This design comes from an exercise in tuning for small area on the open sky130 flow, not from production work. Function was checked by simulation only, so behaviour that the tests miss may differ from the original. Power figures rest on the tool's default switching activity, not on a simulated workload.

[design/flow/flow/my_synth.tcl]
# The standard flow's synthesis (synth_recipe.tcl), with two changes: abc runs an
# area-only mapping script, and the modules named in SYNTH_BLACKBOXES are
# replaced by the cell-level versions in cells.v before flattening.
proc synth {args} { yosys synth -nofsm -noshare {*}$args }
proc abc {args} {
  set i [lsearch -exact $args -script]
  if { $i >= 0 } { lset args [expr { $i + 1 }] $::env(MY_ABC_SCRIPT) }
  yosys abc {*}$args
}
source $::env(SCRIPTS_DIR)/synth.tcl
foreach m $::env(SYNTH_BLACKBOXES) { delete $m }
read_verilog $::env(MY_CELLS_V)
hierarchy -check -top $::env(DESIGN_NAME)
tee -o $::env(REPORTS_DIR)/synth_stat_cells.txt stat {*}$lib_args
# left out here: clear keep_hierarchy, flatten, clean up, hide names made inside functions
tee -o $::env(REPORTS_DIR)/synth_stat_flat.txt stat {*}$lib_args
# left out here: write 1_2_yosys.v
[design/flow/flow/run.sh]
#!/bin/bash
# Own layout flow: the standard flow, with a synthesis script that maps
# the counter bit pairs by hand (cells.v) and the rest with an area-only abc
# script, smaller port buffers. Each tool's output goes to its own log here.
set -uo pipefail
F=$PWD/flow
export MY_ABC_SCRIPT=$F/abc.script
export MY_CELLS_V=$F/cells.v
bash standard.sh SYNTH_SCRIPT=$F/my_synth.tcl "SYNTH_BLACKBOXES=abacus_cpair abacus_la abacus_ctl abacus_sel abacus_rd_t abacus_rd_t0 abacus_rd_n abacus_rd_n0" \
  "BUFFER_PORTS_ARGS=-buffer_cell sky130_fd_sc_hd__buf_1" \
  "CTS_ARGS=-sink_clustering_enable -repair_clock_nets -dont_use_dummy_load -buf_list sky130_fd_sc_hd__clkbuf_8 -sink_clustering_size 16 -sink_clustering_max_diameter 60" \
  finish > flow_make.log 2>&1
st=$?
exit $st
[design/flow/flow/abc.script]
&get -n
&st
&dch
&nf -a -R 1000
&put
[design/flow/flow/cells.v]
// Cell-level implementation of abacus_cpair (see rtl/abacus_counter.sv),
// swapped in by my_synth.tcl for the blackboxed RTL module.
module abacus_cpair (c_i, q_e, n_o, we_i, nwe_i, nw_e, w_o, d_e, dn_o, c_o);
  input c_i, q_e, n_o, we_i, nwe_i, nw_e, w_o;
  output d_e, dn_o, c_o;
  wire nc_o, xs_e, s_o;
  sky130_fd_sc_hd__nand2_1 u_nc (.A(c_i), .B(q_e), .Y(nc_o));
  sky130_fd_sc_hd__o21ai_1 u_xs (.A1(q_e), .A2(c_i), .B1(nc_o), .Y(xs_e));
  sky130_fd_sc_hd__o22ai_1 u_de (.A1(nwe_i), .A2(nw_e), .B1(we_i), .B2(xs_e), .Y(d_e));
  sky130_fd_sc_hd__nor2_1  u_co (.A(nc_o), .B(n_o), .Y(c_o));
  sky130_fd_sc_hd__a21oi_1 u_so (.A1(n_o), .A2(nc_o), .B1(c_o), .Y(s_o));
  sky130_fd_sc_hd__o22ai_1 u_do (.A1(nwe_i), .A2(w_o), .B1(we_i), .B2(s_o), .Y(dn_o));
endmodule

// Cell-level implementation of abacus_la.
module abacus_la (bump_i, nbump_i, q_e, n_o, c_o);
  input bump_i, nbump_i;
  input [27:0] q_e, n_o;
  output [7:1] c_o;
  wire [6:0] ne, no, ones;
  wire np2, np3, p4, np5, np6, np7;
  genvar j;
  generate for (j = 0; j < 7; j = j + 1) begin : g_o
    sky130_fd_sc_hd__nand4_1 u_ne (.A(q_e[4*j]), .B(q_e[4*j+1]), .C(q_e[4*j+2]), .D(q_e[4*j+3]), .Y(ne[j]));
    sky130_fd_sc_hd__or4_1   u_no (.A(n_o[4*j]), .B(n_o[4*j+1]), .C(n_o[4*j+2]), .D(n_o[4*j+3]), .X(no[j]));
    sky130_fd_sc_hd__nor2_1  u_on (.A(ne[j]), .B(no[j]), .Y(ones[j]));
  end endgenerate
  sky130_fd_sc_hd__nand2_1 u_np2 (.A(ones[0]), .B(ones[1]), .Y(np2));
  sky130_fd_sc_hd__nand3_1 u_np3 (.A(ones[0]), .B(ones[1]), .C(ones[2]), .Y(np3));
  sky130_fd_sc_hd__and4_1  u_p4  (.A(ones[0]), .B(ones[1]), .C(ones[2]), .D(ones[3]), .X(p4));
  sky130_fd_sc_hd__nand2_1 u_np5 (.A(p4), .B(ones[4]), .Y(np5));
  sky130_fd_sc_hd__nand3_1 u_np6 (.A(p4), .B(ones[4]), .C(ones[5]), .Y(np6));
  sky130_fd_sc_hd__nand4_1 u_np7 (.A(p4), .B(ones[4]), .C(ones[5]), .D(ones[6]), .Y(np7));
  sky130_fd_sc_hd__and2_1  u_c1  (.A(bump_i), .B(ones[0]), .X(c_o[1]));
  sky130_fd_sc_hd__nor2_1  u_c2  (.A(nbump_i), .B(np2), .Y(c_o[2]));
  sky130_fd_sc_hd__nor2_1  u_c3  (.A(nbump_i), .B(np3), .Y(c_o[3]));
  sky130_fd_sc_hd__and2_1  u_c4  (.A(bump_i), .B(p4), .X(c_o[4]));
  sky130_fd_sc_hd__nor2_1  u_c5  (.A(nbump_i), .B(np5), .Y(c_o[5]));
  sky130_fd_sc_hd__nor2_1  u_c6  (.A(nbump_i), .B(np6), .Y(c_o[6]));
  sky130_fd_sc_hd__nor2_1  u_c7  (.A(nbump_i), .B(np7), .Y(c_o[7]));
endmodule

// Cell-level implementation of abacus_ctl.
module abacus_ctl (en_i, ev_i, rqw_i, clrsel_i, clr_i, idx0_i, nidx0_i, lit_i, sel_i, bump_o, nbump_o, we_o, nwe_o);
  input en_i, ev_i, rqw_i, clrsel_i, clr_i, idx0_i, nidx0_i;
  input [3:0] lit_i, sel_i;
  output bump_o, nbump_o;
  output [7:0] we_o, nwe_o;
  wire ks, nwk, wl, wh, nwr;
  sky130_fd_sc_hd__and4_1  u_ks  (.A(lit_i[0]), .B(lit_i[1]), .C(lit_i[2]), .D(lit_i[3]), .X(ks));
  sky130_fd_sc_hd__nand2_1 u_nwk (.A(rqw_i), .B(ks), .Y(nwk));
  sky130_fd_sc_hd__nor2_1  u_wl  (.A(nwk), .B(idx0_i), .Y(wl));
  sky130_fd_sc_hd__nor2_1  u_wh  (.A(nwk), .B(nidx0_i), .Y(wh));
  sky130_fd_sc_hd__a21o_1  u_we0 (.A1(wl), .A2(sel_i[0]), .B1(clr_i), .X(we_o[0]));
  sky130_fd_sc_hd__a21o_1  u_we1 (.A1(wl), .A2(sel_i[1]), .B1(clr_i), .X(we_o[1]));
  sky130_fd_sc_hd__a21o_1  u_we2 (.A1(wl), .A2(sel_i[2]), .B1(clr_i), .X(we_o[2]));
  sky130_fd_sc_hd__a21o_1  u_we3 (.A1(wl), .A2(sel_i[3]), .B1(clr_i), .X(we_o[3]));
  sky130_fd_sc_hd__a21o_1  u_we4 (.A1(wh), .A2(sel_i[0]), .B1(clr_i), .X(we_o[4]));
  sky130_fd_sc_hd__a21o_1  u_we5 (.A1(wh), .A2(sel_i[1]), .B1(clr_i), .X(we_o[5]));
  sky130_fd_sc_hd__a21o_1  u_we6 (.A1(wh), .A2(sel_i[2]), .B1(clr_i), .X(we_o[6]));
  sky130_fd_sc_hd__a21o_1  u_we7 (.A1(wh), .A2(sel_i[3]), .B1(clr_i), .X(we_o[7]));
  sky130_fd_sc_hd__a21oi_1 u_nw0 (.A1(wl), .A2(sel_i[0]), .B1(clr_i), .Y(nwe_o[0]));
  sky130_fd_sc_hd__a21oi_1 u_nw1 (.A1(wl), .A2(sel_i[1]), .B1(clr_i), .Y(nwe_o[1]));
  sky130_fd_sc_hd__a21oi_1 u_nw2 (.A1(wl), .A2(sel_i[2]), .B1(clr_i), .Y(nwe_o[2]));
  sky130_fd_sc_hd__a21oi_1 u_nw3 (.A1(wl), .A2(sel_i[3]), .B1(clr_i), .Y(nwe_o[3]));
  sky130_fd_sc_hd__a21oi_1 u_nw4 (.A1(wh), .A2(sel_i[0]), .B1(clr_i), .Y(nwe_o[4]));
  sky130_fd_sc_hd__a21oi_1 u_nw5 (.A1(wh), .A2(sel_i[1]), .B1(clr_i), .Y(nwe_o[5]));
  sky130_fd_sc_hd__a21oi_1 u_nw6 (.A1(wh), .A2(sel_i[2]), .B1(clr_i), .Y(nwe_o[6]));
  sky130_fd_sc_hd__a21oi_1 u_nw7 (.A1(wh), .A2(sel_i[3]), .B1(clr_i), .Y(nwe_o[7]));
  sky130_fd_sc_hd__o21ai_1 u_nwr (.A1(ks), .A2(clrsel_i), .B1(rqw_i), .Y(nwr));
  sky130_fd_sc_hd__and3_1  u_bp  (.A(en_i), .B(ev_i), .C(nwr), .X(bump_o));
  sky130_fd_sc_hd__nand3_1 u_nbp (.A(en_i), .B(ev_i), .C(nwr), .Y(nbump_o));
endmodule

// Cell-level implementations of the read-path slices (rtl/abacus_wb_counters.sv).
module abacus_rd_t (lo_i, hi_i, ksl_i, ks_i, shi_i, ssh_i, hold_i, misc_i, sh_i, dat_i, dat_d, hi_o);
  input [6:0] lo_i, hi_i, ksl_i, ks_i;
  input shi_i, ssh_i, hold_i, misc_i, sh_i, dat_i;
  output dat_d, hi_o;
  wire na, nb, nc, nd, ha, hb, hc;
  sky130_fd_sc_hd__a222oi_1 u_ha (.A1(ks_i[0]), .A2(hi_i[0]), .B1(ks_i[1]), .B2(hi_i[1]), .C1(ks_i[2]), .C2(hi_i[2]), .Y(ha));
  sky130_fd_sc_hd__a222oi_1 u_hb (.A1(ks_i[3]), .A2(hi_i[3]), .B1(ks_i[4]), .B2(hi_i[4]), .C1(ks_i[5]), .C2(hi_i[5]), .Y(hb));
  sky130_fd_sc_hd__nand2_1  u_hc (.A(ks_i[6]), .B(hi_i[6]), .Y(hc));
  sky130_fd_sc_hd__nand3_1  u_hs (.A(ha), .B(hb), .C(hc), .Y(hi_o));
  sky130_fd_sc_hd__a222oi_1 u_na (.A1(ksl_i[0]), .A2(lo_i[0]), .B1(ksl_i[1]), .B2(lo_i[1]), .C1(ksl_i[2]), .C2(lo_i[2]), .Y(na));
  sky130_fd_sc_hd__a222oi_1 u_nb (.A1(ksl_i[3]), .A2(lo_i[3]), .B1(ksl_i[4]), .B2(lo_i[4]), .C1(ksl_i[5]), .C2(lo_i[5]), .Y(nb));
  sky130_fd_sc_hd__a222oi_1 u_nc (.A1(ksl_i[6]), .A2(lo_i[6]), .B1(shi_i), .B2(hi_o), .C1(ssh_i), .C2(sh_i), .Y(nc));
  sky130_fd_sc_hd__a21oi_1  u_nd (.A1(hold_i), .A2(dat_i), .B1(misc_i), .Y(nd));
  sky130_fd_sc_hd__nand4_1  u_dd (.A(na), .B(nb), .C(nc), .D(nd), .Y(dat_d));
endmodule

module abacus_rd_t0 (lo_i, hi_i, ksl_i, ks_i, shi_i, ssh_i, hold_i, sh_i, dat_i, dat_d, hi_o);
  input [6:0] lo_i, hi_i, ksl_i, ks_i;
  input shi_i, ssh_i, hold_i, sh_i, dat_i;
  output dat_d, hi_o;
  wire na, nb, nc, nd, ha, hb, hc;
  sky130_fd_sc_hd__a222oi_1 u_ha (.A1(ks_i[0]), .A2(hi_i[0]), .B1(ks_i[1]), .B2(hi_i[1]), .C1(ks_i[2]), .C2(hi_i[2]), .Y(ha));
  sky130_fd_sc_hd__a222oi_1 u_hb (.A1(ks_i[3]), .A2(hi_i[3]), .B1(ks_i[4]), .B2(hi_i[4]), .C1(ks_i[5]), .C2(hi_i[5]), .Y(hb));
  sky130_fd_sc_hd__nand2_1  u_hc (.A(ks_i[6]), .B(hi_i[6]), .Y(hc));
  sky130_fd_sc_hd__nand3_1  u_hs (.A(ha), .B(hb), .C(hc), .Y(hi_o));
  sky130_fd_sc_hd__a222oi_1 u_na (.A1(ksl_i[0]), .A2(lo_i[0]), .B1(ksl_i[1]), .B2(lo_i[1]), .C1(ksl_i[2]), .C2(lo_i[2]), .Y(na));
  sky130_fd_sc_hd__a222oi_1 u_nb (.A1(ksl_i[3]), .A2(lo_i[3]), .B1(ksl_i[4]), .B2(lo_i[4]), .C1(ksl_i[5]), .C2(lo_i[5]), .Y(nb));
  sky130_fd_sc_hd__a222oi_1 u_nc (.A1(ksl_i[6]), .A2(lo_i[6]), .B1(shi_i), .B2(hi_o), .C1(ssh_i), .C2(sh_i), .Y(nc));
  sky130_fd_sc_hd__nand2_1  u_nd (.A(hold_i), .B(dat_i), .Y(nd));
  sky130_fd_sc_hd__nand4_1  u_dd (.A(na), .B(nb), .C(nc), .D(nd), .Y(dat_d));
endmodule

module abacus_rd_n (nlo_i, nhi_i, nksl_i, nks_i, shi_i, ssh_i, hold_i, nmisc_i, sh_i, dat_i, dat_d, hi_o);
  input [6:0] nlo_i, nhi_i, nksl_i, nks_i;
  input shi_i, ssh_i, hold_i, nmisc_i, sh_i, dat_i;
  output dat_d, hi_o;
  wire p01, p23, p45, p6, h01, h23, h45, h6, r, q;
  sky130_fd_sc_hd__o22ai_1 u_h01 (.A1(nks_i[0]), .A2(nhi_i[0]), .B1(nks_i[1]), .B2(nhi_i[1]), .Y(h01));
  sky130_fd_sc_hd__o22ai_1 u_h23 (.A1(nks_i[2]), .A2(nhi_i[2]), .B1(nks_i[3]), .B2(nhi_i[3]), .Y(h23));
  sky130_fd_sc_hd__o22ai_1 u_h45 (.A1(nks_i[4]), .A2(nhi_i[4]), .B1(nks_i[5]), .B2(nhi_i[5]), .Y(h45));
  sky130_fd_sc_hd__nor2_1  u_h6  (.A(nks_i[6]), .B(nhi_i[6]), .Y(h6));
  sky130_fd_sc_hd__or4_1   u_hs  (.A(h01), .B(h23), .C(h45), .D(h6), .X(hi_o));
  sky130_fd_sc_hd__o22ai_1 u_p01 (.A1(nksl_i[0]), .A2(nlo_i[0]), .B1(nksl_i[1]), .B2(nlo_i[1]), .Y(p01));
  sky130_fd_sc_hd__o22ai_1 u_p23 (.A1(nksl_i[2]), .A2(nlo_i[2]), .B1(nksl_i[3]), .B2(nlo_i[3]), .Y(p23));
  sky130_fd_sc_hd__o22ai_1 u_p45 (.A1(nksl_i[4]), .A2(nlo_i[4]), .B1(nksl_i[5]), .B2(nlo_i[5]), .Y(p45));
  sky130_fd_sc_hd__nor2_1  u_p6  (.A(nksl_i[6]), .B(nlo_i[6]), .Y(p6));
  sky130_fd_sc_hd__nor4_1  u_r   (.A(p01), .B(p23), .C(p45), .D(p6), .Y(r));
  sky130_fd_sc_hd__a222oi_1 u_q  (.A1(shi_i), .A2(hi_o), .B1(ssh_i), .B2(sh_i), .C1(hold_i), .C2(dat_i), .Y(q));
  sky130_fd_sc_hd__nand3_1 u_dd  (.A(r), .B(q), .C(nmisc_i), .Y(dat_d));
endmodule

module abacus_rd_n0 (nlo_i, nhi_i, nksl_i, nks_i, shi_i, ssh_i, hold_i, sh_i, dat_i, dat_d, hi_o);
  input [6:0] nlo_i, nhi_i, nksl_i, nks_i;
  input shi_i, ssh_i, hold_i, sh_i, dat_i;
  output dat_d, hi_o;
  wire p01, p23, p45, p6, h01, h23, h45, h6, r, q;
  sky130_fd_sc_hd__o22ai_1 u_h01 (.A1(nks_i[0]), .A2(nhi_i[0]), .B1(nks_i[1]), .B2(nhi_i[1]), .Y(h01));
  sky130_fd_sc_hd__o22ai_1 u_h23 (.A1(nks_i[2]), .A2(nhi_i[2]), .B1(nks_i[3]), .B2(nhi_i[3]), .Y(h23));
  sky130_fd_sc_hd__o22ai_1 u_h45 (.A1(nks_i[4]), .A2(nhi_i[4]), .B1(nks_i[5]), .B2(nhi_i[5]), .Y(h45));
  sky130_fd_sc_hd__nor2_1  u_h6  (.A(nks_i[6]), .B(nhi_i[6]), .Y(h6));
  sky130_fd_sc_hd__or4_1   u_hs  (.A(h01), .B(h23), .C(h45), .D(h6), .X(hi_o));
  sky130_fd_sc_hd__o22ai_1 u_p01 (.A1(nksl_i[0]), .A2(nlo_i[0]), .B1(nksl_i[1]), .B2(nlo_i[1]), .Y(p01));
  sky130_fd_sc_hd__o22ai_1 u_p23 (.A1(nksl_i[2]), .A2(nlo_i[2]), .B1(nksl_i[3]), .B2(nlo_i[3]), .Y(p23));
  sky130_fd_sc_hd__o22ai_1 u_p45 (.A1(nksl_i[4]), .A2(nlo_i[4]), .B1(nksl_i[5]), .B2(nlo_i[5]), .Y(p45));
  sky130_fd_sc_hd__nor2_1  u_p6  (.A(nksl_i[6]), .B(nlo_i[6]), .Y(p6));
  sky130_fd_sc_hd__nor4_1  u_r   (.A(p01), .B(p23), .C(p45), .D(p6), .Y(r));
  sky130_fd_sc_hd__a222oi_1 u_q  (.A1(shi_i), .A2(hi_o), .B1(ssh_i), .B2(sh_i), .C1(hold_i), .C2(dat_i), .Y(q));
  sky130_fd_sc_hd__nand2_1 u_dd  (.A(r), .B(q), .Y(dat_d));
endmodule

// Cell-level implementation of abacus_sel.
module abacus_sel (lit_i, rl_i, nrl_i, ks_o, nks_o, ksl_o, nksl_o);
  input [3:0] lit_i;
  input rl_i, nrl_i;
  output ks_o, nks_o, ksl_o, nksl_o;
  wire n1;
  sky130_fd_sc_hd__and4_1  u_ks  (.A(lit_i[0]), .B(lit_i[1]), .C(lit_i[2]), .D(lit_i[3]), .X(ks_o));
  sky130_fd_sc_hd__nand4_1 u_nks (.A(lit_i[0]), .B(lit_i[1]), .C(lit_i[2]), .D(lit_i[3]), .Y(nks_o));
  sky130_fd_sc_hd__nand4_1 u_n1  (.A(lit_i[0]), .B(lit_i[1]), .C(lit_i[2]), .D(lit_i[3]), .Y(n1));
  sky130_fd_sc_hd__nor2_1  u_ksl (.A(n1), .B(nrl_i), .Y(ksl_o));
  sky130_fd_sc_hd__or2_1   u_nksl (.A(n1), .B(nrl_i), .X(nksl_o));
endmodule
[design/flow/config.mk]
export PLATFORM = sky130hd
export DESIGN_NAME = abacus_wb_counters
export DESIGN_NICKNAME = abacus_wb_counters
export VERILOG_FILES = /design/flow/design.v
export SDC_FILE = /design/flow/constraint.sdc
export NUM_CORES = 4
export LEC_CHECK = 0
export ABC_AREA = 1
export CAP_MARGIN = 20
export CORE_MARGIN = 2
export CORE_UTILIZATION = 60
export GPL_TIMING_DRIVEN = 0
export PLACE_DENSITY = 0.75
export SETUP_SLACK_MARGIN = 0.1
export SLEW_MARGIN = 65
[design/flow/standard.sh]
#!/bin/bash
# synth_recipe.tcl (not shown) runs the flow's synth.tcl, then flattens the netlist and writes it again
# the make line also repeats each setting of config.mk as NAME=value (left out here)
make -C /OpenROAD-flow-scripts/flow DESIGN_CONFIG=/design/flow/config.mk WORK_HOME=/design/flow/orfs CLKGATE_MAP_FILE= SYNTH_SCRIPT=/design/flow/synth_recipe.tcl "${@:-finish}"
[design/flow/design.v]
package abacus_pkg;
  localparam int NUM_EVENTS = 7;
  localparam logic [4:0] REG_CTRL      = 5'd0;
  localparam logic [4:0] REG_STATUS    = 5'd1;
  localparam logic [4:0] REG_ID        = 5'd2;
  localparam logic [4:0] REG_CNT_FIRST = 5'd4;    
  localparam logic [4:0] REG_CNT_LAST  = 5'd17;   
  localparam int CTRL_EN_BIT  = 0;
  localparam int CTRL_CLR_BIT = 1;
  localparam int CTRL_FRZ_BIT = 2;
  typedef enum logic [2:0] {
    EV_INSN_ISSUED = 3'd0,
    EV_IC_REQ      = 3'd1,
    EV_IC_MISS     = 3'd2,
    EV_IC_FILL     = 3'd3,
    EV_DC_REQ      = 3'd4,
    EV_DC_HIT      = 3'd5,
    EV_DC_FILL     = 3'd6
  } event_e;
endpackage
module abacus_cpair (
  input  logic c_i,
  input  logic q_e,      
  input  logic n_o,      
  input  logic we_i,
  input  logic nwe_i,    
  input  logic nw_e,     
  input  logic w_o,      
  output logic d_e,      
  output logic dn_o,     
  output logic c_o
);
  logic nc_o, xs_e, s_o;
  assign nc_o = ~(c_i & q_e);
  assign xs_e = ~((q_e | c_i) & nc_o);           
  assign d_e  = ~((nwe_i | nw_e) & (we_i | xs_e));
  assign c_o  = ~(nc_o | n_o);
  assign s_o  = ~((n_o & nc_o) | c_o);           
  assign dn_o = ~((nwe_i | w_o) & (we_i | s_o));
endmodule
module abacus_la (
  input  logic        bump_i,
  input  logic        nbump_i,   
  input  logic [27:0] q_e,
  input  logic [27:0] n_o,
  output logic [7:1]  c_o
);
  logic [6:0] ones;
  for (genvar j = 0; j < 7; j++) begin : g_o
    assign ones[j] = (&q_e[4*j +: 4]) & ~(|n_o[4*j +: 4]);
  end
  for (genvar j = 1; j < 8; j++) begin : g_c
    if (j == 1 || j == 4) begin : g_t
      assign c_o[j] = bump_i & (&ones[j-1:0]);
    end else begin : g_n
      assign c_o[j] = ~(nbump_i | ~(&ones[j-1:0]));
    end
  end
endmodule
module abacus_counter #(
  parameter int W = 64
) (
  input  logic         clk,
  input  logic         rst,
  input  logic         bump_i,      
  input  logic         nbump_i,     
  input  logic [7:0]   we_i,        
  input  logic [7:0]   nwe_i,       
  input  logic [31:0]  w_i,         
  input  logic [31:0]  nw_i,        
  output logic [W-1:0] raw_o,       
  output logic         wrap_o
);
  localparam int G  = 8;
  localparam int NG = W / G;
  logic [W-1:0]  st_q, st_d;      
  logic [W/2:0]  cp;             
  logic [27:0] la_e, la_o;
  for (genvar i = 0; i < 28; i++) begin : g_la
    assign la_e[i] = st_q[2*i];
    assign la_o[i] = st_q[2*i+1];
  end
  logic [7:1] gc;
  abacus_la u_la (
    .bump_i  (bump_i),
    .nbump_i (nbump_i),
    .q_e     (la_e),
    .n_o     (la_o),
    .c_o     (gc)
  );
  assign cp[0] = bump_i;
  for (genvar j = 1; j < NG; j++) begin : g_gc
    assign cp[G/2*j] = gc[j];
  end
  assign wrap_o = cp[W/2];
  for (genvar p = 0; p < W/2; p++) begin : g_p
    logic c_nxt;
    abacus_cpair u_p (
      .c_i   (cp[p]),
      .q_e   (st_q[2*p]),
      .n_o   (st_q[2*p+1]),
      .we_i  (we_i[p/4]),
      .nwe_i (nwe_i[p/4]),
      .nw_e  (nw_i[(2*p) % 32]),
      .w_o   (w_i[(2*p+1) % 32]),
      .d_e   (st_d[2*p]),
      .dn_o  (st_d[2*p+1]),
      .c_o   (c_nxt)
    );
    if (p % (G/2) != G/2-1 || p == W/2-1) begin : g_c
      assign cp[p+1] = c_nxt;
    end
  end
  for (genvar i = 0; i < W; i++) begin : g_ff
    if (i % 2 == 0) begin : g_t
      always_ff @(posedge clk or posedge rst)
        if (rst) st_q[i] <= 1'b0;
        else     st_q[i] <= st_d[i];
    end else begin : g_n
      always_ff @(posedge clk or posedge rst)
        if (rst) st_q[i] <= 1'b1;
        else     st_q[i] <= st_d[i];
    end
  end
  assign raw_o = st_q;
endmodule
module abacus_ctl (
  input  logic       en_i,       
  input  logic       ev_i,
  input  logic       rqw_i,      
  input  logic       clrsel_i,   
  input  logic       clr_i,      
  input  logic       idx0_i,     
  input  logic       nidx0_i,    
  input  logic [3:0] lit_i,      
  input  logic [3:0] sel_i,      
  output logic       bump_o,
  output logic       nbump_o,
  output logic [7:0] we_o,       
  output logic [7:0] nwe_o
);
  logic ks, nwk, wl, wh, nwr;
  assign ks     = &lit_i;
  assign nwk    = ~(rqw_i & ks);
  assign wl     = ~(nwk | idx0_i);
  assign wh     = ~(nwk | nidx0_i);
  assign we_o   = {8{clr_i}} | {{4{wh}} & sel_i, {4{wl}} & sel_i};
  assign nwe_o  = ~we_o;
  assign nwr    = ~((ks | clrsel_i) & rqw_i);
  assign bump_o  = en_i & ev_i & nwr;
  assign nbump_o = ~(en_i & ev_i & nwr);
endmodule
module abacus_rd_t (
  input  logic [6:0] lo_i,     
  input  logic [6:0] hi_i,     
  input  logic [6:0] ksl_i,    
  input  logic [6:0] ks_i,     
  input  logic       shi_i,    
  input  logic       ssh_i,    
  input  logic       hold_i,   
  input  logic       misc_i,
  input  logic       sh_i,
  input  logic       dat_i,
  output logic       dat_d,
  output logic       hi_o      
);
  assign hi_o   = |(ks_i & hi_i);
  assign dat_d  = (|(ksl_i & lo_i)) | (shi_i & hi_o) | (ssh_i & sh_i) | (hold_i & dat_i) | misc_i;
endmodule
module abacus_rd_n (
  input  logic [6:0] nlo_i,
  input  logic [6:0] nhi_i,
  input  logic [6:0] nksl_i,
  input  logic [6:0] nks_i,
  input  logic       shi_i,
  input  logic       ssh_i,
  input  logic       hold_i,
  input  logic       nmisc_i,
  input  logic       sh_i,
  input  logic       dat_i,
  output logic       dat_d,
  output logic       hi_o      
);
  assign hi_o   = |(~nks_i & ~nhi_i);
  assign dat_d  = (|(~nksl_i & ~nlo_i)) | (shi_i & hi_o) | (ssh_i & sh_i) | (hold_i & dat_i) | ~nmisc_i;
endmodule
module abacus_rd_t0 (
  input  logic [6:0] lo_i,
  input  logic [6:0] hi_i,
  input  logic [6:0] ksl_i,
  input  logic [6:0] ks_i,
  input  logic       shi_i,
  input  logic       ssh_i,
  input  logic       hold_i,
  input  logic       sh_i,
  input  logic       dat_i,
  output logic       dat_d,
  output logic       hi_o      
);
  assign hi_o   = |(ks_i & hi_i);
  assign dat_d  = (|(ksl_i & lo_i)) | (shi_i & hi_o) | (ssh_i & sh_i) | (hold_i & dat_i);
endmodule
module abacus_rd_n0 (
  input  logic [6:0] nlo_i,
  input  logic [6:0] nhi_i,
  input  logic [6:0] nksl_i,
  input  logic [6:0] nks_i,
  input  logic       shi_i,
  input  logic       ssh_i,
  input  logic       hold_i,
  input  logic       sh_i,
  input  logic       dat_i,
  output logic       dat_d,
  output logic       hi_o      
);
  assign hi_o   = |(~nks_i & ~nhi_i);
  assign dat_d  = (|(~nksl_i & ~nlo_i)) | (shi_i & hi_o) | (ssh_i & sh_i) | (hold_i & dat_i);
endmodule
module abacus_sel (
  input  logic [3:0] lit_i,    
  input  logic       rl_i,     
  input  logic       nrl_i,    
  output logic       ks_o,
  output logic       nks_o,
  output logic       ksl_o,
  output logic       nksl_o
);
  assign ks_o   = &lit_i;
  assign nks_o  = ~(&lit_i);
  assign ksl_o  = ~(~(&lit_i) | nrl_i);
  assign nksl_o = ~(&lit_i) | nrl_i;
endmodule
import abacus_pkg::*;
module abacus_wb_counters #(
  parameter int          COUNTER_W       = 64,
  parameter bit          ENABLE_AT_RESET = 1'b1,
  parameter logic [31:0] BLOCK_ID        = 32'hABAC0001
) (
  input  logic        clk,
  input  logic        rst,
  input  logic [29:0] wb_adr,
  input  logic [31:0] wb_dat_w,
  input  logic [3:0]  wb_sel,
  input  logic        wb_cyc,
  input  logic        wb_stb,
  input  logic        wb_we,
  output logic [31:0] wb_dat_r,
  output logic        wb_ack,
  output logic        wb_err,
  input  logic        abacus_instruction_issued,
  input  logic        abacus_icache_request,
  input  logic        abacus_icache_miss,
  input  logic        abacus_icache_line_fill_in_progress,
  input  logic        abacus_dcache_request,
  input  logic        abacus_dcache_hit,
  input  logic        abacus_dcache_line_fill_in_progress
);
  logic [NUM_EVENTS-1:0] ev;
  assign ev = {abacus_dcache_line_fill_in_progress, abacus_dcache_hit,
               abacus_dcache_request, abacus_icache_line_fill_in_progress,
               abacus_icache_miss, abacus_icache_request,
               abacus_instruction_issued};
  logic                  ack_q, err_q;
  logic [31:0]           dat_q;
  logic                  enable_q, freeze_q;
  logic [NUM_EVENTS-1:0] status_q;
  logic [2:0]            shadow_idx_q;    
  logic [31:0]           shadow_hi_q;
  logic [4:0] idx;
  logic       req, mapped, wr, rd, cnt_sel, cnt_hi;
  logic [6:0] ksel;             
  logic [6:0] nks, ksl, nksl;   
  logic       rl;               
  logic       ctrl_wr, status_wr, clr, cnt_en;
  assign idx     = wb_adr[4:0];
  assign req     = wb_cyc & wb_stb & ~(wb_ack | wb_err);
  assign cnt_sel = (idx >= REG_CNT_FIRST) & (idx <= REG_CNT_LAST);
  assign mapped  = (idx <= REG_ID) | cnt_sel;
  assign wr      = req & mapped & wb_we;
  assign rd      = req & mapped & ~wb_we;
  assign cnt_hi  = idx[0];
  assign rl      = req & ~cnt_hi;
  assign ctrl_wr   = wr & (idx == REG_CTRL) & wb_sel[0];
  assign status_wr = wr & (idx == REG_STATUS) & wb_sel[0];
  assign clr       = rqw & clrsel;
  assign cnt_en    = enable_q & ~freeze_q;
  logic rqw, clrsel;
  assign rqw    = req & wb_we;
  assign clrsel = (idx == REG_CTRL) & wb_sel[0] & wb_dat_w[CTRL_CLR_BIT];
  logic [31:0] wdat, nwdat;
  assign wdat  = wb_dat_w & {32{~clr}};
  assign nwdat = ~wdat;
  logic [COUNTER_W-1:0] cnt_raw [NUM_EVENTS];
  logic [NUM_EVENTS-1:0]                wrap;
  for (genvar k = 0; k < NUM_EVENTS; k++) begin : g_cnt
    logic [7:0] we_k, nwe_k;
    logic [3:0] lit_k;
    logic       bump_k, nbump_k;
    assign lit_k = ~(idx[4:1] ^ 4'(k + 2));
    abacus_sel u_sel (
      .lit_i  (lit_k),
      .rl_i   (rl),
      .nrl_i  (~rl),
      .ks_o   (ksel[k]),
      .nks_o  (nks[k]),
      .ksl_o  (ksl[k]),
      .nksl_o (nksl[k])
    );
    abacus_ctl u_ctl (
      .en_i     (cnt_en),
      .ev_i     (ev[k]),
      .rqw_i    (rqw),
      .clrsel_i (clrsel),
      .clr_i    (clr),
      .idx0_i   (idx[0]),
      .nidx0_i  (~idx[0]),
      .lit_i    (lit_k),
      .sel_i    (wb_sel),
      .bump_o   (bump_k),
      .nbump_o  (nbump_k),
      .we_o     (we_k),
      .nwe_o    (nwe_k)
    );
    abacus_counter #(.W(COUNTER_W)) u_cnt (
      .clk     (clk),
      .rst     (rst),
      .bump_i  (bump_k),
      .nbump_i (nbump_k),
      .we_i    (we_k),
      .nwe_i   (nwe_k),
      .w_i     (wdat),
      .nw_i    (nwdat),
      .raw_o   (cnt_raw[k]),
      .wrap_o  (wrap[k])
    );
  end
  logic        shadow_hit;
  assign shadow_hit = (shadow_idx_q == idx[3:1]);
  logic        shi, ssh, hold, shadow_ld, s_id, s_ctrl, s_stat;
  assign shi       = req & cnt_sel & cnt_hi & ~shadow_hit;
  assign ssh       = req & cnt_sel & cnt_hi & shadow_hit;
  assign hold      = ~req;
  assign shadow_ld = rd & cnt_sel & ~cnt_hi;
  assign s_id      = req & (idx == REG_ID);
  assign s_ctrl    = req & (idx == REG_CTRL);
  assign s_stat    = req & (idx == REG_STATUS);
  logic [31:0] misc;
  for (genvar i = 0; i < 32; i++) begin : g_misc
    if (i == CTRL_EN_BIT)
      assign misc[i] = (s_id & BLOCK_ID[i]) | (s_stat & status_q[i]) | (s_ctrl & enable_q);
    else if (i == CTRL_FRZ_BIT)
      assign misc[i] = (s_id & BLOCK_ID[i]) | (s_stat & status_q[i]) | (s_ctrl & freeze_q);
    else if (i < NUM_EVENTS)
      assign misc[i] = (s_id & BLOCK_ID[i]) | (s_stat & status_q[i]);
    else
      assign misc[i] = s_id & BLOCK_ID[i];
  end
  logic [31:0] dat_d, hi_sel;
  for (genvar i = 0; i < 32; i++) begin : g_rd
    logic [6:0] lo_b, hi_b;
    for (genvar k = 0; k < NUM_EVENTS; k++) begin : g_k
      assign lo_b[k] = cnt_raw[k][i];
      assign hi_b[k] = cnt_raw[k][i+32];
    end
    localparam bit HAS_MISC = (i < NUM_EVENTS) || BLOCK_ID[i];
    if (i % 2 == 0 && HAS_MISC) begin : g_tm
      abacus_rd_t u_rd (
        .lo_i (lo_b), .hi_i (hi_b), .ksl_i (ksl), .ks_i (ksel),
        .shi_i (shi), .ssh_i (ssh), .hold_i (hold),
        .misc_i (misc[i]), .sh_i (shadow_hi_q[i]), .dat_i (dat_q[i]),
        .dat_d (dat_d[i]), .hi_o (hi_sel[i])
      );
    end else if (i % 2 == 0) begin : g_t
      abacus_rd_t0 u_rd (
        .lo_i (lo_b), .hi_i (hi_b), .ksl_i (ksl), .ks_i (ksel),
        .shi_i (shi), .ssh_i (ssh), .hold_i (hold),
        .sh_i (shadow_hi_q[i]), .dat_i (dat_q[i]),
        .dat_d (dat_d[i]), .hi_o (hi_sel[i])
      );
    end else if (HAS_MISC) begin : g_nm
      abacus_rd_n u_rd (
        .nlo_i (lo_b), .nhi_i (hi_b), .nksl_i (nksl), .nks_i (nks),
        .shi_i (shi), .ssh_i (ssh), .hold_i (hold),
        .nmisc_i (~misc[i]), .sh_i (shadow_hi_q[i]), .dat_i (dat_q[i]),
        .dat_d (dat_d[i]), .hi_o (hi_sel[i])
      );
    end else begin : g_n
      abacus_rd_n0 u_rd (
        .nlo_i (lo_b), .nhi_i (hi_b), .nksl_i (nksl), .nks_i (nks),
        .shi_i (shi), .ssh_i (ssh), .hold_i (hold),
        .sh_i (shadow_hi_q[i]), .dat_i (dat_q[i]),
        .dat_d (dat_d[i]), .hi_o (hi_sel[i])
      );
    end
  end
  always_ff @(posedge clk or posedge rst) begin
    if (rst) begin
      ack_q        <= 1'b0;
      err_q        <= 1'b0;
      dat_q        <= '0;
      enable_q     <= ENABLE_AT_RESET;
      freeze_q     <= 1'b0;
      status_q     <= '0;
      shadow_idx_q <= 3'd1;
      shadow_hi_q  <= '0;
    end else begin
      ack_q <= req & mapped;
      err_q <= req & ~mapped;
      dat_q <= dat_d;
      if (ctrl_wr) begin
        enable_q <= wb_dat_w[CTRL_EN_BIT];
        freeze_q <= wb_dat_w[CTRL_FRZ_BIT];
      end
      status_q <= (status_q & ~({NUM_EVENTS{status_wr}} & wb_dat_w[NUM_EVENTS-1:0])) | wrap;
      if (clr)            shadow_idx_q <= 3'd1;
      else if (shadow_ld) shadow_idx_q <= idx[3:1];
      if (shadow_ld) shadow_hi_q <= hi_sel;
    end
  end
  assign wb_ack   = ack_q;
  assign wb_err   = err_q;
  assign wb_dat_r = dat_q;
  logic unused_bits;
  assign unused_bits = ^wb_adr[29:5];
endmodule
[design/flow/constraint.sdc]
create_clock -name core_clock -period 4.5 [get_ports {clk}]
set_input_delay 0.9000 -clock core_clock [delete_from_list [all_inputs] [get_ports {clk}]]
set_output_delay 0.9000 -clock core_clock [all_outputs]
set_load 0.01 [all_outputs]
==> results.py, run 1 <==
metrics = {
    "detailed_routing": {
        "route.detailed.drc": 0,
        "drt_iter0_drc": 4718,
        "detail_route.wl_per_cell_um": 28.9,
        "vias": 27000,
        "vias_per_cell": 7.55,
        "detail_route.first_pass.iterations": 10,
        "route.final.wire_length_um": 103000,
        "final_antenna_net_count": 0,
    },
    "placement": {
        "gp_congestion": 0.997,
        "dp_hpwl_um": 74400,
        "place_area_um2": 29200,
        "numPortBuffers": 86,
    },
    "worst_setup_path": {
        "critical_path.slowest_cell": "nor2_1",
        "worstPathArrival_ns": 4.96,
        "critical_path_capture_point_type": "flip-flop",
        "worstPathMaxFanout": 16,
        "worst_r2r_startpoint": "g_cnt[5].u_cnt.st_q[3]",
        "crit_start": "wb_adr[1]",
        "required_ns": 5.11,
        "timing.setup.critical_path_class": "primary input to flip-flop",
        "max_stage_delay_ns": 0.44,
        "path_cells": "buf_2 -> clkinvlp_4 -> nand2_1 -> nor3_1 -> and3_1 -> o21ai_1 -> nand3_1 -> nor2_1 -> nand2_1 -> nor2_1 -> nand2_1 -> nor2_1 -> nand2_1 -> nor2_1 -> nand2_1 -> nor2_1 -> a21oi_1 -> o22ai_1",
        "cp.buffers_inverters": 2,
        "setup.worst_path.start_class": "primary input",
        "critical_path.top_delay_family": "simple AND/OR/NAND/NOR gates",
    },
    "synthesis": {
        "synth_area_per_cell_um2": 9.32,
        "synthesis.yosys.warnings": 11,
        "synth_fp_nets": 2850,
        "postSynthCellCount": 2772,
        "synth_area_um2": 25800,
    },
    "global_route": {
        "grt_antenna_before_repair": 2,
        "grt_usage_pct": 45.9,
        "grt_first_pass_wirelength_um": 152000,
        "grt_pass1_vias": 24700,
        "grt_max_degree": 90,
        "globalRoute.totalOverflow": 0,
    },
    "timing": {
        "timing.slew.headroom_pct": 59.7,
        "achievable-frequency_ghz": 0.230,
        "setup-violations-final": 0,
        "worst_clock_skew_ns": 0.0795,
        "grt_setup_unrepaired": "yes",
        "drv_slew": 0,
        "whs_ns": 0.203,
        "hold_viol_final": 0,
        "worst-slew-pin-transition_ns": 0.603,
        "timing.final.crit_period_ns": 4.34,
        "timing.final.crit_share_pct": 96.5,
    },
    "die": {
        "die_h_um": 212,
        "placeableCoreArea_um2": 42800,
        "floorplan.rows": 76,
        "die_area_um2": 44700,
        "floorplan.io_pins": 112,
        "floorplan.die.width_um": 212,
        "initial_core_util_pct": 60.4,
    },
    "cts": {
        "numClockSinks": 526,
        "cts-buffers-inserted": 45,
        "clock_tree.root_cell": "clkbuf_8",
        "cts-htree-levels": 2,
        "ctsLongestPathBuffers": 3,
        "clk_latency_ns": 0.69,
        "cts_tree": "built",
        "clkTransAtPathRegs_ns": 0.10,
        "cts_hold_buffers": 0,
    },
    "final_layout": {
        "final_cell_area_um2": 30000,
        "nNetsFinal": 3111,
        "drive_gt1_share_pct": 18.6,
        "postLayoutCoreUtil_pct": 70.1,
        "synthesis_to_layout_area_growth_pct": 16.1,
    },
    "run": {
        "drv.max_cap_violation_count": 0,
    },
    "outcome": {
        "run_status": "timing/DRC/antenna clean",
    },
    "pwr": {
        "vdd_drop_max_uv": 287,
        "power.density_nw_per_um2": 312,
        "power.leakage_nw": 12.3,
    },
    "min_path": {
        "worst_hold_path_type": "primary input to asynchronous set/reset pin",
    },
}
==> path summary, 6_finish.rpt <==
check	endpoint	slack [ns]	depth (start not counted)
min in group core_clock	status_q[0]	0.49	1
worst min-delay path	g_cnt[2].u_cnt.st_q[38]	0.20	2
worst max-delay path	g_cnt[1].u_cnt.st_q[63]	0.16	18
worst max register to register	g_cnt[5].u_cnt.st_q[63]	0.34	15
max in group asynchronous	g_cnt[4].u_cnt.st_q[23]	2.58	6
worst min register to register	status_q[0]	0.49	1
==> per-layer routing <==
metal	wire length (µm)	track usage, %
met1	36500	59.3
met2	41800	63.4
met3	16300	18.4
met4	8650	31.2
met5	104	0
==> per-stage QoR <==
stage / worst slack, ns / power (mW) / instances / TNS (ns)
final: 0.156 / 9.35 / 3578 / 0
after global routing: 0.00599 / 9.67 / 3577 / 0
after CTS: 0.156 / 9.28 / 3564 / 0
after global placement: -2.39 / 6.70 / 3404 / -981.54
after floorplan: 0.493 / 6.28 / 2772 / 0
after detailed placement: -0.538 / 6.88 / 3519 / -10.19
==> flip-flops by register name, indices dropped and copies added, names as in the netlist <==
signal and flops:
g_cnt.u_cnt.st_q 448, dat_q 32, shadow_hi_q 32, status_q 7, shadow_idx_q 3, ack_q 1
enable_q 1, err_q 1, freeze_q 1
==> layout make-up <==
type	count	area (µm²)
Tap cell	546	683
Timing Repair Buffer	214	1750
Clock buffer	45	619
Fill cell	3206	12800
Inverter	9	73.8
Sequential cell	526	13400
Antenna cell	1	2.50
Multi-Input combinational cell	2237	13400
==> report_power, final <==
| group | internal (mW) | switching (mW) | leakage [nW] |
|---|---|---|---|
| clock | 0.893 | 1.58 | 0.324 |
| combinational | 0.464 | 0.750 | 5.54 |
| sequential | 5.24 | 0.422 | 6.43 |
| total | 6.60 | 2.75 | 12.3 |
==> placed cells by master (no fill, tap or decap), types with 65 or more instances in the layout <==
cell type / instances
buf_1: 90
a21oi_1: 231
dfstp_2: 226
o21ai_1: 231
dfrtp_1: 300
or4_1: 65
o22ai_1: 544
a222oi_1: 96
nor2_1: 316
nand2_1: 290
nand4_1: 88
==> what timing repair did <==
action                     CTS  global route
setup endpoints to repair    0            36
buffers inserted             0             6
gates resized for setup      0             4
==> run 2, diff against run 1 <==
--- a/design/flow/flow/run.sh
+++ b/design/flow/flow/run.sh
@@ -10,4 +10,5 @@
   "BUFFER_PORTS_ARGS=-buffer_cell sky130_fd_sc_hd__buf_1" \
   "CTS_ARGS=-sink_clustering_enable -repair_clock_nets -dont_use_dummy_load -buf_list sky130_fd_sc_hd__clkbuf_8 -sink_clustering_size 16 -sink_clustering_max_diameter 60" \
+  GPL_KEEP_OVERFLOW=0 \
   finish > flow_make.log 2>&1
 st=$?
--- a/design/flow/config.mk
+++ b/design/flow/config.mk
@@ -10,5 +10,4 @@
 export CORE_MARGIN = 2
 export CORE_UTILIZATION = 60
-export GPL_TIMING_DRIVEN = 0
 export PLACE_DENSITY = 0.75
 export SETUP_SLACK_MARGIN = 0.1
==> results.py, run 2 <==
metrics = {
    "detailed_routing": {
        "route.final.wire_length_um": 104000,
        "final_antenna_net_count": 0,
        "vias_per_cell": 7.64,
        "detail_route.wl_per_cell_um": 29.1,
        "drt_iter0_drc": 4844,
        "detail_route.first_pass.iterations": 10,
        "route.detailed.drc": 0,
        "vias": 27300,
    },
    "final_layout": {
        "drive_gt1_share_pct": 18.6,
        "largest-register": "g_cnt.u_cnt.st_q",
        "synthesis_to_layout_area_growth_pct": 16.5,
        "nNetsFinal": 3108,
        "final_cell_area_um2": 30100,
        "postLayoutCoreUtil_pct": 70.3,
        "mostFrequentLayoutCells": "o22ai_1 (544), nor2_1 (317), dfrtp_1 (300)",
        "largest_register_ffs": 448,
        "fin_cells": 3580,
        "biggestRegsByFlops": "g_cnt.u_cnt.st_q: 448 flops, dat_q: 32 flops, shadow_hi_q: 32 flops",
        "layout_commonest_cell": "o22ai_1",
    },
    "placement": {
        "place_area_um2": 29300,
        "place_inst": 3522,
        "dp_hpwl_um": 75400,
        "gp_congestion": 1.01,
        "numPortBuffers": 86,
        "pre_cts_ws_ns": -0.638,
    },
    "worst_setup_path": {
        "critical_path_capture_point_type": "flip-flop",
        "worstPathArrival_ns": 4.72,
        "timing.setup.critical_path_class": "primary input to flip-flop",
        "crit_start": "wb_adr[1]",
        "reg2reg_depth": 15,
        "required_ns": 5.10,
        "setup.worst_path.start_class": "primary input",
        "worst_r2r_endpoint": "g_cnt[3].u_cnt.st_q[63]",
        "worstPathMaxFanout": 18,
        "worst_r2r_startpoint": "g_cnt[3].u_cnt.st_q[9]",
        "crit_path_end": "g_cnt[4].u_cnt.st_q[63]",
        "worst-r2r-setup-slack_ns": 0.45,
    },
    "cts": {
        "numClockSinks": 526,
        "cts-htree-levels": 2,
        "cts_tree": "built",
        "clock_tree.root_cell": "clkbuf_8",
        "clk_latency_ns": 0.68,
        "cts-buffers-inserted": 44,
        "setup_buffers_after_cts": 0,
        "clkTransAtPathRegs_ns": 0.10,
        "ctsLongestPathBuffers": 3,
    },
    "die": {
        "die_h_um": 212,
        "floorplan.io_pins": 112,
        "floorplan.die.width_um": 212,
        "die_area_um2": 44700,
        "floorplan.rows": 76,
        "initial_core_util_pct": 60.4,
        "placeableCoreArea_um2": 42800,
    },
    "global_route": {
        "grt_first_pass_wirelength_um": 152000,
        "grt_usage_pct": 46.1,
        "globalRoute.totalOverflow": 0,
        "grt_max_degree": 98,
        "grt_pass1_vias": 24600,
        "grt_antenna_before_repair": 3,
    },
    "synthesis": {
        "postSynthCellCount": 2772,
        "synthesis.yosys.warnings": 11,
        "synth_area_per_cell_um2": 9.32,
        "synth_fp_nets": 2850,
        "synth_area_um2": 25800,
    },
    "timing": {
        "timing.setup.tns_ns": 0,
        "setup-violations-final": 0,
        "final_critical_path_setup_slack_ns": 0.381,
        "achievable-frequency_ghz": 0.243,
        "grt_setup_unrepaired": "no",
        "worst-slew-pin-transition_ns": 0.550,
        "worst_clock_skew_ns": 0.0756,
        "timing.final.crit_period_ns": 4.12,
        "timing.slew.headroom_pct": 63.2,
        "whs_ns": 0.310,
        "drv_slew": 0,
        "hold_viol_final": 0,
        "timing.final.crit_share_pct": 91.5,
    },
    "min_path": {
        "worst_hold_path_type": "primary input to asynchronous set/reset pin",
    },
    "pwr": {
        "final_total_power_mw": 9.33,
        "power.density_nw_per_um2": 310,
        "vdd_drop_max_uv": 320,
        "power.leakage_nw": 12.3,
    },
    "outcome": {
        "run_status": "timing/DRC/antenna clean",
    },
    "run": {
        "drv.max_cap_violation_count": 0,
    },
}
==> run 2: routing by layer <==
metal | vias to the layer above | part of all wire [%] | global-route usage (%)
li1 | 11600 | - | -
met5 | - | 0.28 | 3.34
met2 | 2204 | 41 | 64.5
met4 | 6 | 7.5 | 29.4
met1 | 13000 | 35 | 60.1
met3 | 507 | 16 | 17.1
==> run 2: final cells by class <==
type	count	area [µm²]
Antenna cell	6	15.0
Clock buffer	44	606
Fill cell	3299	12700
Inverter	9	73.8
Multi-Input combinational cell	2237	13500
Sequential cell	526	13400
Tap cell	546	683
Timing Repair Buffer	212	1780
==> run 2: critical path, cell delays in order <==
cell and delay, ns:
buf_2 0.33, inv_4 0.17, nand2_1 0.18, nor3_1 0.08
and3_1 0.34, o21ai_1 0.20, nand3_1 0.34, nor2_1 0.38
nand2_1 0.14, nor2_1 0.25, nand2_1 0.13, nor2_1 0.21
nand2_1 0.12, nor2_1 0.20, nand2_1 0.14, nor2_2 0.38
a21oi_1 0.07, o22ai_1 0.13
==> run 2: power breakdown <==
group / internal [mW] / total, mW / switching (mW)
Clock: 0.876 / 2.46 / 1.59
Combinational: 0.461 / 1.21 / 0.750
Sequential: 5.24 / 5.66 / 0.415
Total: 6.58 / 9.33 / 2.75
==> run 2: how the worst min path moves through the flow <==
stage                           start                       to  depth (start not counted)
after floorplan           status_q[4]              status_q[4]                          1
after global placement    status_q[4]              status_q[4]                          1
after detailed placement  status_q[4]              status_q[4]                          1
after CTS                         rst  g_cnt[0].u_cnt.st_q[44]                          2
after global routing              rst  g_cnt[1].u_cnt.st_q[40]                          2
final                             rst   g_cnt[0].u_cnt.st_q[8]                          2
==> run 2: timing repair <==
action / 4_1_cts / 5_1_grt
hold endpoints to repair: 0 / 0
resized for setup: 1 / 6
hold buffers: 0 / 0
endpoints found under the setup margin: 1 / 11
==> run 3, diff against run 2 <==
--- a/design/flow/design.v
+++ b/design/flow/design.v
@@ -151,4 +151,17 @@
   assign nbump_o = ~(en_i & ev_i & nwr);
 endmodule
+module abacus_wd (
+  input  logic [31:0] dw_i,     
+  input  logic        nclr_i,   
+  output logic [31:0] wd_o
+);
+  for (genvar i = 0; i < 32; i++) begin : g_w
+    if (i % 2 == 0) begin : g_e
+      assign wd_o[i] = ~(dw_i[i] & nclr_i);
+    end else begin : g_o
+      assign wd_o[i] = dw_i[i] & nclr_i;
+    end
+  end
+endmodule
 module abacus_rd_t (
   input  logic [6:0] lo_i,     
@@ -288,7 +301,10 @@
   assign rqw    = req & wb_we;
   assign clrsel = (idx == REG_CTRL) & wb_sel[0] & wb_dat_w[CTRL_CLR_BIT];
-  logic [31:0] wdat, nwdat;
-  assign wdat  = wb_dat_w & {32{~clr}};
-  assign nwdat = ~wdat;
+  logic [31:0] wd;
+  abacus_wd u_wd (
+    .dw_i   (wb_dat_w),
+    .nclr_i (~clr),
+    .wd_o   (wd)
+  );
   logic [COUNTER_W-1:0] cnt_raw [NUM_EVENTS];
   logic [NUM_EVENTS-1:0]                wrap;
@@ -329,6 +345,6 @@
       .we_i    (we_k),
       .nwe_i   (nwe_k),
-      .w_i     (wdat),
-      .nw_i    (nwdat),
+      .w_i     (wd),       
+      .nw_i    (wd),       
       .raw_o   (cnt_raw[k]),
       .wrap_o  (wrap[k])
--- a/design/flow/flow/run.sh
+++ b/design/flow/flow/run.sh
@@ -7,8 +7,7 @@
 export MY_ABC_SCRIPT=$F/abc.script
 export MY_CELLS_V=$F/cells.v
-bash standard.sh SYNTH_SCRIPT=$F/my_synth.tcl "SYNTH_BLACKBOXES=abacus_cpair abacus_la abacus_ctl abacus_sel abacus_rd_t abacus_rd_t0 abacus_rd_n abacus_rd_n0" \
+bash standard.sh SYNTH_SCRIPT=$F/my_synth.tcl "SYNTH_BLACKBOXES=abacus_cpair abacus_la abacus_ctl abacus_sel abacus_wd abacus_rd_t abacus_rd_t0 abacus_rd_n abacus_rd_n0" \
   "BUFFER_PORTS_ARGS=-buffer_cell sky130_fd_sc_hd__buf_1" \
   "CTS_ARGS=-sink_clustering_enable -repair_clock_nets -dont_use_dummy_load -buf_list sky130_fd_sc_hd__clkbuf_8 -sink_clustering_size 16 -sink_clustering_max_diameter 60" \
-  GPL_KEEP_OVERFLOW=0 \
   finish > flow_make.log 2>&1
 st=$?
--- a/design/flow/flow/cells.v
+++ b/design/flow/flow/cells.v
@@ -50,25 +50,25 @@
   sky130_fd_sc_hd__and4_1  u_ks  (.A(lit_i[0]), .B(lit_i[1]), .C(lit_i[2]), .D(lit_i[3]), .X(ks));
   sky130_fd_sc_hd__nand2_1 u_nwk (.A(rqw_i), .B(ks), .Y(nwk));
-  sky130_fd_sc_hd__nor2_1  u_wl  (.A(nwk), .B(idx0_i), .Y(wl));
-  sky130_fd_sc_hd__nor2_1  u_wh  (.A(nwk), .B(nidx0_i), .Y(wh));
-  sky130_fd_sc_hd__a21o_1  u_we0 (.A1(wl), .A2(sel_i[0]), .B1(clr_i), .X(we_o[0]));
-  sky130_fd_sc_hd__a21o_1  u_we1 (.A1(wl), .A2(sel_i[1]), .B1(clr_i), .X(we_o[1]));
-  sky130_fd_sc_hd__a21o_1  u_we2 (.A1(wl), .A2(sel_i[2]), .B1(clr_i), .X(we_o[2]));
-  sky130_fd_sc_hd__a21o_1  u_we3 (.A1(wl), .A2(sel_i[3]), .B1(clr_i), .X(we_o[3]));
-  sky130_fd_sc_hd__a21o_1  u_we4 (.A1(wh), .A2(sel_i[0]), .B1(clr_i), .X(we_o[4]));
-  sky130_fd_sc_hd__a21o_1  u_we5 (.A1(wh), .A2(sel_i[1]), .B1(clr_i), .X(we_o[5]));
-  sky130_fd_sc_hd__a21o_1  u_we6 (.A1(wh), .A2(sel_i[2]), .B1(clr_i), .X(we_o[6]));
-  sky130_fd_sc_hd__a21o_1  u_we7 (.A1(wh), .A2(sel_i[3]), .B1(clr_i), .X(we_o[7]));
-  sky130_fd_sc_hd__a21oi_1 u_nw0 (.A1(wl), .A2(sel_i[0]), .B1(clr_i), .Y(nwe_o[0]));
-  sky130_fd_sc_hd__a21oi_1 u_nw1 (.A1(wl), .A2(sel_i[1]), .B1(clr_i), .Y(nwe_o[1]));
-  sky130_fd_sc_hd__a21oi_1 u_nw2 (.A1(wl), .A2(sel_i[2]), .B1(clr_i), .Y(nwe_o[2]));
-  sky130_fd_sc_hd__a21oi_1 u_nw3 (.A1(wl), .A2(sel_i[3]), .B1(clr_i), .Y(nwe_o[3]));
-  sky130_fd_sc_hd__a21oi_1 u_nw4 (.A1(wh), .A2(sel_i[0]), .B1(clr_i), .Y(nwe_o[4]));
-  sky130_fd_sc_hd__a21oi_1 u_nw5 (.A1(wh), .A2(sel_i[1]), .B1(clr_i), .Y(nwe_o[5]));
-  sky130_fd_sc_hd__a21oi_1 u_nw6 (.A1(wh), .A2(sel_i[2]), .B1(clr_i), .Y(nwe_o[6]));
-  sky130_fd_sc_hd__a21oi_1 u_nw7 (.A1(wh), .A2(sel_i[3]), .B1(clr_i), .Y(nwe_o[7]));
+  sky130_fd_sc_hd__nor2_2  u_wl  (.A(nwk), .B(idx0_i), .Y(wl));
+  sky130_fd_sc_hd__nor2_2  u_wh  (.A(nwk), .B(nidx0_i), .Y(wh));
+  sky130_fd_sc_hd__a21o_2  u_we0 (.A1(wl), .A2(sel_i[0]), .B1(clr_i), .X(we_o[0]));
+  sky130_fd_sc_hd__a21o_2  u_we1 (.A1(wl), .A2(sel_i[1]), .B1(clr_i), .X(we_o[1]));
+  sky130_fd_sc_hd__a21o_2  u_we2 (.A1(wl), .A2(sel_i[2]), .B1(clr_i), .X(we_o[2]));
+  sky130_fd_sc_hd__a21o_2  u_we3 (.A1(wl), .A2(sel_i[3]), .B1(clr_i), .X(we_o[3]));
+  sky130_fd_sc_hd__a21o_2  u_we4 (.A1(wh), .A2(sel_i[0]), .B1(clr_i), .X(we_o[4]));
+  sky130_fd_sc_hd__a21o_2  u_we5 (.A1(wh), .A2(sel_i[1]), .B1(clr_i), .X(we_o[5]));
+  sky130_fd_sc_hd__a21o_2  u_we6 (.A1(wh), .A2(sel_i[2]), .B1(clr_i), .X(we_o[6]));
+  sky130_fd_sc_hd__a21o_2  u_we7 (.A1(wh), .A2(sel_i[3]), .B1(clr_i), .X(we_o[7]));
+  sky130_fd_sc_hd__inv_2   u_nw0 (.A(we_o[0]), .Y(nwe_o[0]));
+  sky130_fd_sc_hd__inv_2   u_nw1 (.A(we_o[1]), .Y(nwe_o[1]));
+  sky130_fd_sc_hd__inv_2   u_nw2 (.A(we_o[2]), .Y(nwe_o[2]));
+  sky130_fd_sc_hd__inv_2   u_nw3 (.A(we_o[3]), .Y(nwe_o[3]));
+  sky130_fd_sc_hd__inv_2   u_nw4 (.A(we_o[4]), .Y(nwe_o[4]));
+  sky130_fd_sc_hd__inv_2   u_nw5 (.A(we_o[5]), .Y(nwe_o[5]));
+  sky130_fd_sc_hd__inv_2   u_nw6 (.A(we_o[6]), .Y(nwe_o[6]));
+  sky130_fd_sc_hd__inv_2   u_nw7 (.A(we_o[7]), .Y(nwe_o[7]));
   sky130_fd_sc_hd__o21ai_1 u_nwr (.A1(ks), .A2(clrsel_i), .B1(rqw_i), .Y(nwr));
-  sky130_fd_sc_hd__and3_1  u_bp  (.A(en_i), .B(ev_i), .C(nwr), .X(bump_o));
-  sky130_fd_sc_hd__nand3_1 u_nbp (.A(en_i), .B(ev_i), .C(nwr), .Y(nbump_o));
+  sky130_fd_sc_hd__and3_2  u_bp  (.A(en_i), .B(ev_i), .C(nwr), .X(bump_o));
+  sky130_fd_sc_hd__inv_2   u_nbp (.A(bump_o), .Y(nbump_o));
 endmodule
 
@@ -144,5 +144,5 @@
 endmodule
 
-// Cell-level implementation of abacus_sel.
+// Cell-level implementation of abacus_sel (outputs drive 16 slices each).
 module abacus_sel (lit_i, rl_i, nrl_i, ks_o, nks_o, ksl_o, nksl_o);
   input [3:0] lit_i;
@@ -150,8 +150,20 @@
   output ks_o, nks_o, ksl_o, nksl_o;
   wire n1;
-  sky130_fd_sc_hd__and4_1  u_ks  (.A(lit_i[0]), .B(lit_i[1]), .C(lit_i[2]), .D(lit_i[3]), .X(ks_o));
-  sky130_fd_sc_hd__nand4_1 u_nks (.A(lit_i[0]), .B(lit_i[1]), .C(lit_i[2]), .D(lit_i[3]), .Y(nks_o));
+  sky130_fd_sc_hd__and4_4  u_ks  (.A(lit_i[0]), .B(lit_i[1]), .C(lit_i[2]), .D(lit_i[3]), .X(ks_o));
+  sky130_fd_sc_hd__inv_4   u_nks (.A(ks_o), .Y(nks_o));
   sky130_fd_sc_hd__nand4_1 u_n1  (.A(lit_i[0]), .B(lit_i[1]), .C(lit_i[2]), .D(lit_i[3]), .Y(n1));
-  sky130_fd_sc_hd__nor2_1  u_ksl (.A(n1), .B(nrl_i), .Y(ksl_o));
-  sky130_fd_sc_hd__or2_1   u_nksl (.A(n1), .B(nrl_i), .X(nksl_o));
+  sky130_fd_sc_hd__nor2_2  u_ksl (.A(n1), .B(nrl_i), .Y(ksl_o));
+  sky130_fd_sc_hd__or2_4   u_nksl (.A(n1), .B(nrl_i), .X(nksl_o));
 endmodule
+
+// Cell-level implementation of abacus_wd (each output feeds 14 counter bits).
+module abacus_wd (dw_i, nclr_i, wd_o);
+  input [31:0] dw_i;
+  input nclr_i;
+  output [31:0] wd_o;
+  genvar i;
+  generate for (i = 0; i < 32; i = i + 2) begin : g_w
+    sky130_fd_sc_hd__nand2_2 u_e (.A(dw_i[i]), .B(nclr_i), .Y(wd_o[i]));
+    sky130_fd_sc_hd__and2_4  u_o (.A(dw_i[i+1]), .B(nclr_i), .X(wd_o[i+1]));
+  end endgenerate
+endmodule
--- a/design/flow/config.mk
+++ b/design/flow/config.mk
@@ -11,4 +11,3 @@
 export CORE_UTILIZATION = 60
 export PLACE_DENSITY = 0.75
-export SETUP_SLACK_MARGIN = 0.1
-export SLEW_MARGIN = 65
+export SLEW_MARGIN = 20
==> results.py, run 3 <==
metrics = {
    "worst_setup_path": {
        "critical_path.most_common_cell": "nor2_1",
        "required_ns": 5.10,
        "path_cells": "or4_1 -> nor2_1 -> and4_1 -> nand4_1 -> nor2_1 -> nand2_1 -> nor2_1 -> nand2_1 -> nor2_1 -> nand2_1 -> nor2_1 -> nand2_1 -> nor2_1 -> a21oi_1 -> o22ai_1",
        "worstPathArrival_ns": 4.78,
        "worstPathMaxFanout": 4,
        "cp.buffers_inverters": 0,
        "critical_path_capture_point_type": "flip-flop",
        "setup.worst_path.start_class": "flip-flop",
        "critical_path.slowest_cell": "nor2_1",
        "timing.setup.critical_path_class": "flip-flop to flip-flop",
        "max_stage_delay_ns": 0.65,
        "critical_path.top_delay_family": "simple AND/OR/NAND/NOR gates",
    },
    "synthesis": {
        "postSynthCellCount": 2773,
        "synth_area_um2": 26000,
        "synth_fp_nets": 2851,
        "synth_area_per_cell_um2": 9.38,
        "synthesis.yosys.warnings": 12,
    },
    "pwr": {
        "power.density_nw_per_um2": 326,
        "share_comb_of_total_power_pct": 11.8,
        "p_int_mw": 6.51,
        "final_total_power_mw": 9.15,
        "power_frac_clock_pct": 26.2,
        "p_seq_share_pct": 62.0,
        "net_load_switching_power_mw": 2.63,
        "vdd_drop_max_uv": 281,
        "power.leakage_nw": 11.3,
        "power_switching_share_pct": 28.8,
    },
    "die": {
        "placeableCoreArea_um2": 42900,
        "floorplan.rows": 76,
        "floorplan.die.width_um": 212,
        "initial_core_util_pct": 60.6,
        "floorplan.io_pins": 112,
        "die_area_um2": 45000,
        "die_h_um": 212,
    },
    "final_layout": {
        "fin_cells": 3527,
        "multi_input_area_um2": 12300,
        "nNetsFinal": 3021,
        "drive_gt1_share_pct": 17.5,
        "synthesis_to_layout_area_growth_pct": 7.82,
        "final.fill_count": 3471,
        "layout.area.seq_um2": 13400,
        "mostFrequentLayoutCells": "o22ai_1 (544), nor2_1 (343), dfrtp_1 (300)",
        "layout_commonest_cell": "o22ai_1",
        "final_cell_area_um2": 28000,
        "largest-register": "g_cnt.u_cnt.st_q",
        "largest_register_ffs": 448,
        "biggestRegsByFlops": "g_cnt.u_cnt.st_q: 448 flops, dat_q: 32 flops, shadow_hi_q: 32 flops",
    },
    "placement": {
        "place_inst": 3483,
        "numPortBuffers": 86,
        "gp_congestion": 1.02,
        "dp_hpwl_um": 68300,
        "place_area_um2": 27400,
    },
    "cts": {
        "cts-htree-levels": 2,
        "clkTransAtPathRegs_ns": 0.09,
        "ctsResizeCount": 0,
        "cts-buffers-inserted": 43,
        "cts_tree": "built",
        "numClockSinks": 526,
        "setup_buffers_after_cts": 0,
        "ctsLongestPathBuffers": 3,
        "clock_tree.root_cell": "clkbuf_8",
        "cts_hold_buffers": 0,
        "clk_latency_ns": 0.68,
    },
    "timing": {
        "worst-slew-pin-transition_ns": 1.29,
        "achievable-frequency_ghz": 0.239,
        "grt_setup_unrepaired": "no",
        "whs_ns": 0.385,
        "setup-violations-final": 0,
        "timing.final.crit_period_ns": 4.18,
        "timing.slew.headroom_pct": 13.9,
        "hold_viol_final": 0,
        "timing.final.crit_share_pct": 92.8,
        "drv_slew": 0,
        "timing.setup.tns_ns": 0,
        "worst_clock_skew_ns": 0.0654,
    },
    "global_route": {
        "globalRoute.totalOverflow": 0,
        "grt_first_pass_wirelength_um": 146000,
        "grt_antenna_before_repair": 3,
        "grt_max_degree": 164,
        "grt_pass1_vias": 23900,
        "grt_usage_pct": 44.1,
    },
    "detailed_routing": {
        "drt_iter0_drc": 3885,
        "final_antenna_net_count": 0,
        "route.detailed.drc": 0,
        "highest_routing_layer_actually_used": "met5",
        "route.met3.wl_um": 14200,
        "met2_wl_post_dr_um": 41800,
        "vias_per_cell": 7.34,
        "detail_route.wl_per_cell_um": 28.2,
        "detail_route.first_pass.iterations": 12,
        "wl_met1_um": 36200,
        "vias": 25900,
        "route.final.wire_length_um": 99400,
    },
    "outcome": {
        "run_status": "timing/DRC/antenna clean",
    },
    "min_path": {
        "worst_hold_path_type": "primary input to asynchronous set/reset pin",
    },
    "run": {
        "drv.max_cap_violation_count": 0,
    },
}
[run 3: cell types whose count changed in the layout (fill, tap and decap cells not counted), moves of 17 or more]
cell,delta
inv_2,+63
a21o_1,-56
a21o_2,+56
a21oi_4,-40
buf_6,-36
buf_2,-35
nor2_1,+26
nor2_4,-26
buf_16,-19
nor2b_4,-17
[run 3: stage by stage]
step | util [%] | setup slack [ns]
CTS | 65.4 | 0.546
finish | 65.4 | 0.324
global placement | 64.0 | 0.339
global route | 65.4 | 0.136
floorplan | - | 0.0325
detailed placement | 64.0 | 0.152
[run 3: final cells by class]
cell class / count / share of cell area, %
well taps: 585 / 2.61
multi-input cells: 2167 / 43.8
repair buffers: 125 / 2.33
clock buffers: 43 / 2.11
inverters: 80 / 1.23
diodes: 1 / 0.00893
flip-flops and latches: 526 / 48.0
[run 3: power by group through the flow]
stage	sequential [mW]	clock [mW]	combinational [mW]
2_1_floorplan	5.61	0	0.695
3_3_place_gp	5.72	0	1.01
3_5_place_dp	5.73	0	1.05
4_1_cts	5.65	2.43	1.05
5_1_grt	5.72	2.60	1.17
6_report	5.67	2.39	1.08
[run 3: layer usage]
metal | global-route usage (%) | up-vias
li1 | - | 11300
met1 | 58.1 | 12400
met2 | 63.4 | 1810
met3 | 14.1 | 353
met4 | 27.5 | 2
met5 | 0 | -
[run 3: worst paths after layout]
path	startpoint	to	slack, ns	cells past startpoint
hold reg to reg	shadow_idx_q[0]	shadow_idx_q[0]	0.47	2
setup / recovery	g_cnt[3].u_cnt.st_q[1]	g_cnt[3].u_cnt.st_q[63]	0.32	15
max in group asynchronous	rst	g_cnt[5].u_cnt.st_q[48]	2.99	3
hold / removal	rst	g_cnt[1].u_cnt.st_q[36]	0.39	2
min in group core_clock	shadow_idx_q[0]	shadow_idx_q[0]	0.47	2
setup reg to reg	g_cnt[3].u_cnt.st_q[1]	g_cnt[3].u_cnt.st_q[63]	0.32	15

==> what the ideal ports hide <==
In the flow no input, the clock included, has a driving cell. The finished layouts below were timed again as built, in two steps.
Step 1, drivers: a clkbuf_16 drives clk and a buf_2 each remaining input, both assumed.
Step 2 moves the port delays by t, midway between the first and last clock arrival at a register: inputs arrive t later, outputs are due t later. That takes back most of the time a late clock gives input paths.
a / b / c = ideal / step 1 / step 2; a / b = the first two.
run | shift t [ns] | slack for setup (ns) | worst setup path at the end | worst register clock-pin slew, ns
run 1 | 0.710 | 0.156 / 0.132 / -0.578 | input to register | 0.11 / 0.11
run 2 | 0.698 | 0.381 / 0.358 / -0.340 | input to register | 0.11 / 0.11
run 3 | 0.706 | 0.324 / 0.324 / -0.089 | input to register | 0.10 / 0.10
Met with ideal ports but missed after step 2: setup timing in every run listed. For run 1, which loses most, drivers alone change the setup slack by -0.024 ns; drivers and shift together by -0.734 ns.
